Background: an optimization exercise with open tools, aiming at small area, a short achievable clock period and few clock cycles. Do not read the settings as production practice. Only simulation tests tie the RTL to the original design; equivalence was not proved. Power figures rest on the tool's default switching activity, not on a simulated workload.

== exp/delta ==
==> flow/design.v (excerpt) <==
module lru_page_replacement #(
  parameter int FRAME_SLOTS = lru_pkg::FRAME_SLOTS_DEF
) (
  input  logic                             clk,
  input  logic                             rst_n,
  input  logic                             in_valid,
  output logic                             in_ready,
  input  logic [lru_pkg::PAGE_W-1:0]       in_page_number,
  output logic                             out_valid,
  input  logic                             out_ready,
  output logic                             out_fault,
  output logic [lru_pkg::FRAME_USED_W-1:0] out_frame_used,
  output logic                             out_evicted_valid,
  output logic [lru_pkg::PAGE_W-1:0]       out_evicted_page,
  output logic [lru_pkg::FAULT_CNT_W-1:0]  out_fault_total,
  input  logic                             cfg_psel,
  input  logic                             cfg_penable,
  input  logic                             cfg_pwrite,
  input  logic [lru_pkg::CFG_ADDR_W-1:0]   cfg_paddr,
  input  logic [lru_pkg::CFG_DATA_W-1:0]   cfg_pwdata,
  output logic [lru_pkg::CFG_DATA_W-1:0]   cfg_prdata,
  output logic                             cfg_pready
);
  localparam int N  = FRAME_SLOTS;
  localparam int PW = lru_pkg::PAGE_W;
  localparam int IDX_W = (N > 1) ? $clog2(N) : 1;
  logic [lru_pkg::FRAMES_W-1:0] frames_r;
  logic                         cfg_wr;
  logic [N-1:0]                 active;
  logic [N-1:0]                 act_nxt;
  assign cfg_pready = 1'b1;
  assign cfg_wr     = cfg_psel && cfg_penable && cfg_pwrite
                      && (cfg_paddr == lru_pkg::ADDR_FRAMES_IN_USE);
  ...
For scale: roughly 2000 cells after synthesis, ~500 flip-flops, ~150 I/O pins, ~24000 µm² of cells after synthesis.
export LEC_CHECK = 0
export ABC_CLOCK_PERIOD_IN_PS = 2200
export CAP_MARGIN = 20
export CORE_MARGIN = 2
export CORE_UTILIZATION = 55
export SETUP_SLACK_MARGIN = 2.4
export SLEW_MARGIN = 20
export BUFFER_PORTS_ARGS = -buffer_cell sky130_fd_sc_hd__buf_4
create_clock -name core_clock -period 5.0 [get_ports {clk}]
standard.sh (not shown) runs the stock make flow with config.mk's settings and CLKGATE_MAP_FILE= SYNTH_SCRIPT=/design/flow/synth_recipe.tcl, a recipe that flattens the netlist after the stock synthesis.
==> flow/flow/run.sh <==
#!/bin/bash
# Standard layout, with the port buffers made of plain buffers (buf_4)
# instead of the delay cells buffer_ports picks by default.
set -e
echo 'export BUFFER_PORTS_ARGS = -buffer_cell sky130_fd_sc_hd__buf_4' >> config.mk
bash standard.sh > standard.log 2>&1
Testbench counts of exp/delta, summed over its fixed seeds: cycles 8,848.
Modified inputs, exp/raven compared to exp/delta
# exp/delta
export LEC_CHECK = 0
export ABC_CLOCK_PERIOD_IN_PS = 2200
export CAP_MARGIN = 20
export CORE_MARGIN = 2
export CORE_UTILIZATION = 55
export SETUP_SLACK_MARGIN = 2.4
export SLEW_MARGIN = 20
export BUFFER_PORTS_ARGS = -buffer_cell sky130_fd_sc_hd__buf_4
create_clock -name core_clock -period 5.0 [get_ports {clk}]
# exp/raven
export LEC_CHECK = 0
export ABC_CLOCK_PERIOD_IN_PS = 2200
export CAP_MARGIN = 20
export CORE_MARGIN = 2
export CORE_UTILIZATION = 55
export SETUP_SLACK_MARGIN = 2.3
export SLEW_MARGIN = 20
export TNS_END_PERCENT = 50
export BUFFER_PORTS_ARGS = -buffer_cell sky130_fd_sc_hd__buf_4
create_clock -name core_clock -period 5.0 [get_ports {clk}]
### Flow results
Count of clock-net buffers in the final layout down about 7% in exp/raven wrt exp/delta
There was hardly any difference in power in the clock group between exp/delta and exp/raven.
Sequential power of exp/delta is on par with exp/raven.
In the flow results for exp/delta and exp/raven, the area overhead of the layout relative to synthesis is smaller on exp/raven.
## Diff of input files: exp/tundra against exp/raven
# exp/raven
export LEC_CHECK = 0
export ABC_CLOCK_PERIOD_IN_PS = 2200
export CAP_MARGIN = 20
export CORE_MARGIN = 2
export CORE_UTILIZATION = 55
export SETUP_SLACK_MARGIN = 2.3
export SLEW_MARGIN = 20
export TNS_END_PERCENT = 50
export BUFFER_PORTS_ARGS = -buffer_cell sky130_fd_sc_hd__buf_4
create_clock -name core_clock -period 5.0 [get_ports {clk}]
# exp/tundra
export LEC_CHECK = 0
export ABC_CLOCK_PERIOD_IN_PS = 2200
export CAP_MARGIN = 20
export CORE_MARGIN = 2
export CORE_UTILIZATION = 55
export SETUP_SLACK_MARGIN = 2.3
export SLEW_MARGIN = 20
export TNS_END_PERCENT = 50
create_clock -name core_clock -period 5.0 [get_ports {clk}]
==> flow/run.sh (new file) <==
#!/bin/bash
# synth_recipe.tcl (not shown) runs the flow's synth.tcl, then flattens the netlist and writes it again
# the make line also repeats each setting of config.mk as NAME=value (left out here)
make -C /OpenROAD-flow-scripts/flow DESIGN_CONFIG=/design/flow/config.mk WORK_HOME=/design/flow/orfs CLKGATE_MAP_FILE= SYNTH_SCRIPT=/design/flow/synth_recipe.tcl finish
removed: flow/flow/run.sh
removed: flow/standard.sh
Results
Setup WNS exp/raven -> exp/tundra: better
Diff exp/raven -> exp/tundra: routed wire length per instance barely changed; number of core rows did not really move; power consumption now larger; ratio of final minimum period to clock period saw a decrease; total detailed-routing wirelength +1200 µm.

---

sierra:
Starting RTL as in the previous note.
export LEC_CHECK = 0
export ABC_CLOCK_PERIOD_IN_PS = 2200
export CAP_MARGIN = 20
export CORE_MARGIN = 2
export CORE_UTILIZATION = 55
export SETUP_SLACK_MARGIN = 2.6
export SLEW_MARGIN = 20
export BUFFER_PORTS_ARGS = -buffer_cell sky130_fd_sc_hd__buf_4
create_clock -name core_clock -period 5.0 [get_ports {clk}]
==> flow/flow/run.sh <==
#!/bin/bash
# Standard layout, with the port buffers made of plain buffers (buf_4)
# instead of the delay cells buffer_ports picks by default.
set -e
echo 'export BUFFER_PORTS_ARGS = -buffer_cell sky130_fd_sc_hd__buf_4' >> config.mk
bash standard.sh > standard.log 2>&1
sierra | status: complete | timing, DRC, antenna: pass
Testbench counts of sierra, summed over its fixed seeds: cycles 8,848.
Inputs modified between sierra and indigo:
Settings: SLEW_MARGIN: 20 -> 60; SETUP_SLACK_MARGIN: 2.6 -> 2.3.
==> comparison <==
Register cell area after layout: sierra vs indigo — no meaningful difference. Number of post-CTS setup repair buffers on indigo is down relative to sierra. According to the power report, total power for indigo is lower than for sierra. indigo has layout overhead on the synthesized area below what sierra had. The higher met2 global-route usage came out of sierra. Of indigo and sierra, indigo shows the lower post-detailed-routing wire length, with sierra above it. indigo reports a lower area of all placed cells without fillers than sierra does. Sequential share of layout area ended up 3.3 points higher on indigo than on sierra. Relative to sierra, via count of the routed design decreased by 669 in indigo. ~same clock edge transition at the registers on the reported setup and hold paths in indigo and sierra. Number of cells on the critical path (lower): indigo.
Here is what was changed in the inputs of juniper compared with indigo.
Settings: setting CTS_CLUSTER_SIZE to 25 for the first time; changing SETUP_SLACK_MARGIN from 2.3 to 2.55; changing SLEW_MARGIN from 60 to 20; setting CTS_BUF_LIST to sky130_fd_sc_hd__clkbuf_8 sky130_fd_sc_hd__clkbuf_16 for the first time; setting CTS_CLUSTER_DIAMETER to 60 for the first time.
==> comparison <==
juniper finished every stage and its layout cleared the timing, design-rule and antenna checks.
Highest clock rate for juniper is higher than for indigo.
Going from indigo to juniper, total number of multi-input combinational cells now sits at about the same level, core occupancy in the finished layout now sits higher, routability-driven placement congestion ratio now sits higher.
juniper vs indigo — final area climbed by a few percent
In the reports for indigo and juniper, the smaller total power divided by cell area belongs to juniper.
Measured against each other, indigo and juniper differ in final routed wirelength across all metal layers, the lower figure coming from indigo.
From indigo to juniper the numbers moved as follows: share of post-route cells with drive strength above 1 rose by 6.5 points, combinational cell fraction of total power rose by 2.9 points.
For cedar, these inputs were changed with respect to juniper:
Settings: a change of SETUP_SLACK_MARGIN from 2.55 to 2.6.
Results
cedar ran to completion and came out clean on the timing, design-rule and antenna checks. Number of cells on the critical path came out exactly the same in cedar and juniper. Diff cedar and juniper: worst hold path cell count lower in cedar. cedar -> juniper: number of nets with antenna violations after routing delta 0, exact match.
Changes in maple relative to cedar:
Settings: CTS_BUF_LIST: sky130_fd_sc_hd__clkbuf_8 sky130_fd_sc_hd__clkbuf_16 -> unset; CTS_CLUSTER_SIZE: 25 -> unset; SETUP_SLACK_MARGIN: 2.6 -> 2.3; CTS_CLUSTER_DIAMETER: 60 -> unset.
### Flow results
Against cedar, maple comes in 360 ps higher on data arrival time of the critical path. Against cedar as the reference, maple delivers a lower initial antenna violation count. Diff cedar -> maple | sequential share of cell area | increase of 3.0 points. maple gives less area used by multi-input combinational logic than cedar did. maple vs. cedar: clock slew seen by the registers of the worst setup and hold paths fell by 40 ps; routed wire length fell by 3.6%; number of gates resized after CTS fell by 107; combinational cell fraction of total power fell by 3.0 points. There was hardly any difference in count of buffer and inverter cells on the critical path between maple and cedar.
## Diff of input files: xenon against maple
Settings: SETUP_SLACK_MARGIN now 2.45, was 2.3.
Results
- Comparing share of the cycle needed by the critical path after routing for xenon and maple, the smaller number came from xenon.
- Relative to maple, share of final-layout standard cells stronger than drive strength 1 increased by 4.3 points in xenon.
- On total number of tap cells, xenon and maple are neck and neck.
- xenon vs maple: area growth from synthesis to layout up
- xenon against maple: non-clock buffer instance count of the final layout up 44, detailed route wirelength on metal2 now larger, setup slack after layout moved up, post-layout minimum cycle time saw a decrease, met3 wire length went up.
- maple -> xenon: clock latency reported for the late side of the worst-skew pair flat
- A launch point of the critical path of in_page_number[4] is what xenon shows, while in_page_number[12] belongs to maple.

---

Starting RTL as in the previous note.
==> flow/config.mk <==
export PLATFORM = sky130hd
export DESIGN_NAME = lru_page_replacement
export DESIGN_NICKNAME = lru_page_replacement
export VERILOG_FILES = /design/flow/design.v
export SDC_FILE = /design/flow/constraint.sdc
export NUM_CORES = 4
export LEC_CHECK = 0
export ABC_CLOCK_PERIOD_IN_PS = 2200
export CAP_MARGIN = 20
export CORE_MARGIN = 2
export CORE_UTILIZATION = 50
export SETUP_SLACK_MARGIN = 2.4
export SLEW_MARGIN = 20
export BUFFER_PORTS_ARGS = -buffer_cell sky130_fd_sc_hd__buf_4
==> flow/constraint.sdc <==
create_clock -name core_clock -period 5.0 [get_ports {clk}]
set_input_delay 1.0000 -clock core_clock [delete_from_list [all_inputs] [get_ports {clk}]]
set_output_delay 1.0000 -clock core_clock [all_outputs]
set_load 0.01 [all_outputs]
Scripts as last shown in full above: flow/flow/run.sh
Testbench counts at the start, summed over its fixed seeds: cycles 8,848.
==> next run, changes <==
Settings changed: CORE_UTILIZATION 50 to 55, CTS_BUF_LIST set to sky130_fd_sc_hd__clkbuf_8 sky130_fd_sc_hd__clkbuf_16, CTS_CLUSTER_DIAMETER set to 60, CTS_CLUSTER_SIZE set to 25, SETUP_SLACK_MARGIN 2.4 to 2.5.
Register-to-register slack improved by 0.05 ns. Clock-buffer cell count is lower by 34. Maximum frequency rises by 3.6%. Core utilization climbs by 7.4 points. Via count increases by 3.8%. Synthesized area is unchanged. Setup slack gets better by 0.095 ns. Sequential power is about the same. Power goes down by 3.8%. Worst hold slack gets better by 0.0037 ns. Final area increases by 1.7%.
==> next run, changes <==
Settings changed: CTS_BUF_LIST sky130_fd_sc_hd__clkbuf_8 sky130_fd_sc_hd__clkbuf_16 to unset, CTS_CLUSTER_DIAMETER 60 to unset, CTS_CLUSTER_SIZE 25 to unset.
After rerunning: Total power is higher by a few percent. Via count went down slightly. Clock power increases by about a fifth. Sequential share of layout area goes down by 0.53 points. Sequential cell count stays the same. Utilization increases by 0.78 points. Final area came out higher slightly.
==> next run, changes <==
==> flow/run.sh (new file) <==
#!/bin/bash
# synth_recipe.tcl (not shown) runs the flow's synth.tcl, then flattens the netlist and writes it again
# the make line also repeats each setting of config.mk as NAME=value (left out here)
make -C /OpenROAD-flow-scripts/flow DESIGN_CONFIG=/design/flow/config.mk WORK_HOME=/design/flow/orfs CLKGATE_MAP_FILE= SYNTH_SCRIPT=/design/flow/synth_recipe.tcl finish
Settings changed: BUFFER_PORTS_ARGS -buffer_cell sky130_fd_sc_hd__buf_4 to unset, SETUP_SLACK_MARGIN 2.5 to 2.3.
removed: flow/flow/run.sh
removed: flow/standard.sh
Effect:
- cell area goes down by 1.2%
- sequential share of layout area goes up by 0.49 points
- power goes down by 1.7%
- count of clock-buffer cells in the layout goes down by 1
- global-route usage goes down by 0.13 points
- fmax goes down by 6.2%
- register-to-register slack gets worse by 0.18 ns
- sequential cell count stays the same
- setup slack gets worse by 0.18 ns
- combinational power goes down by about 4%

what the ideal ports hide:
How much do the figures lean on ideal ports? The routed layouts below were timed once more, with nothing changed but the port constraints. Step 1 sets driving cells, clkbuf_16 on the clock port and buf_2 on the other inputs (assumed; they add their load-dependent delay and slew). Step 2 times the ports against the registers' clock, not the clock port: input delays grow and output delays shrink by t, the midpoint of the rising clock arrivals with the driver on. Three values: ideal ports, drivers, drivers and shift; two values: the first two.
run | t, ns | slack for setup (ns) | latest minus earliest clock arrival (ns) | worst register clock-pin slew, ns
exp/delta | 0.663 | 2.301 / 2.330 / 1.667 | 0.034 / 0.034 | 0.07 / 0.07
exp/raven | 0.663 | 2.116 / 2.151 / 1.488 | 0.044 / 0.044 | 0.07 / 0.07
exp/tundra | 0.677 | 2.206 / 2.229 / 1.569 | 0.059 / 0.059 | 0.07 / 0.07
sierra | 0.666 | 2.449 / 2.449 / 1.847 | 0.042 / 0.042 | 0.07 / 0.07
indigo | 0.676 | 2.113 / 2.151 / 1.474 | 0.048 / 0.047 | 0.07 / 0.07
juniper | 0.651 | 2.368 / 2.408 / 1.756 | 0.047 / 0.047 | 0.10 / 0.10
cedar | 0.657 | 2.460 / 2.441 / 1.841 | 0.051 / 0.051 | 0.10 / 0.10
maple | 0.675 | 2.130 / 2.168 / 1.493 | 0.045 / 0.046 | 0.07 / 0.07
xenon | 0.671 | 2.251 / 2.292 / 1.621 | 0.042 / 0.042 | 0.07 / 0.07
the first run of note 3 | 0.686 | 2.244 / 2.280 / 1.594 | 0.026 / 0.026 | 0.07 / 0.07
the second run of note 3 | 0.656 | 2.339 / 2.369 / 1.713 | 0.038 / 0.038 | 0.10 / 0.10
the third run of note 3 | 0.684 | 2.370 / 2.370 / 1.733 | 0.042 / 0.041 | 0.07 / 0.07
the fourth run of note 3 | 0.676 | 2.195 / 2.195 / 1.599 | 0.057 / 0.058 | 0.07 / 0.07
After both steps every run listed still meets setup and hold. The setup slack of the first run of note 3, which loses most, moves by +0.036 ns with the drivers and by -0.650 ns with both steps.
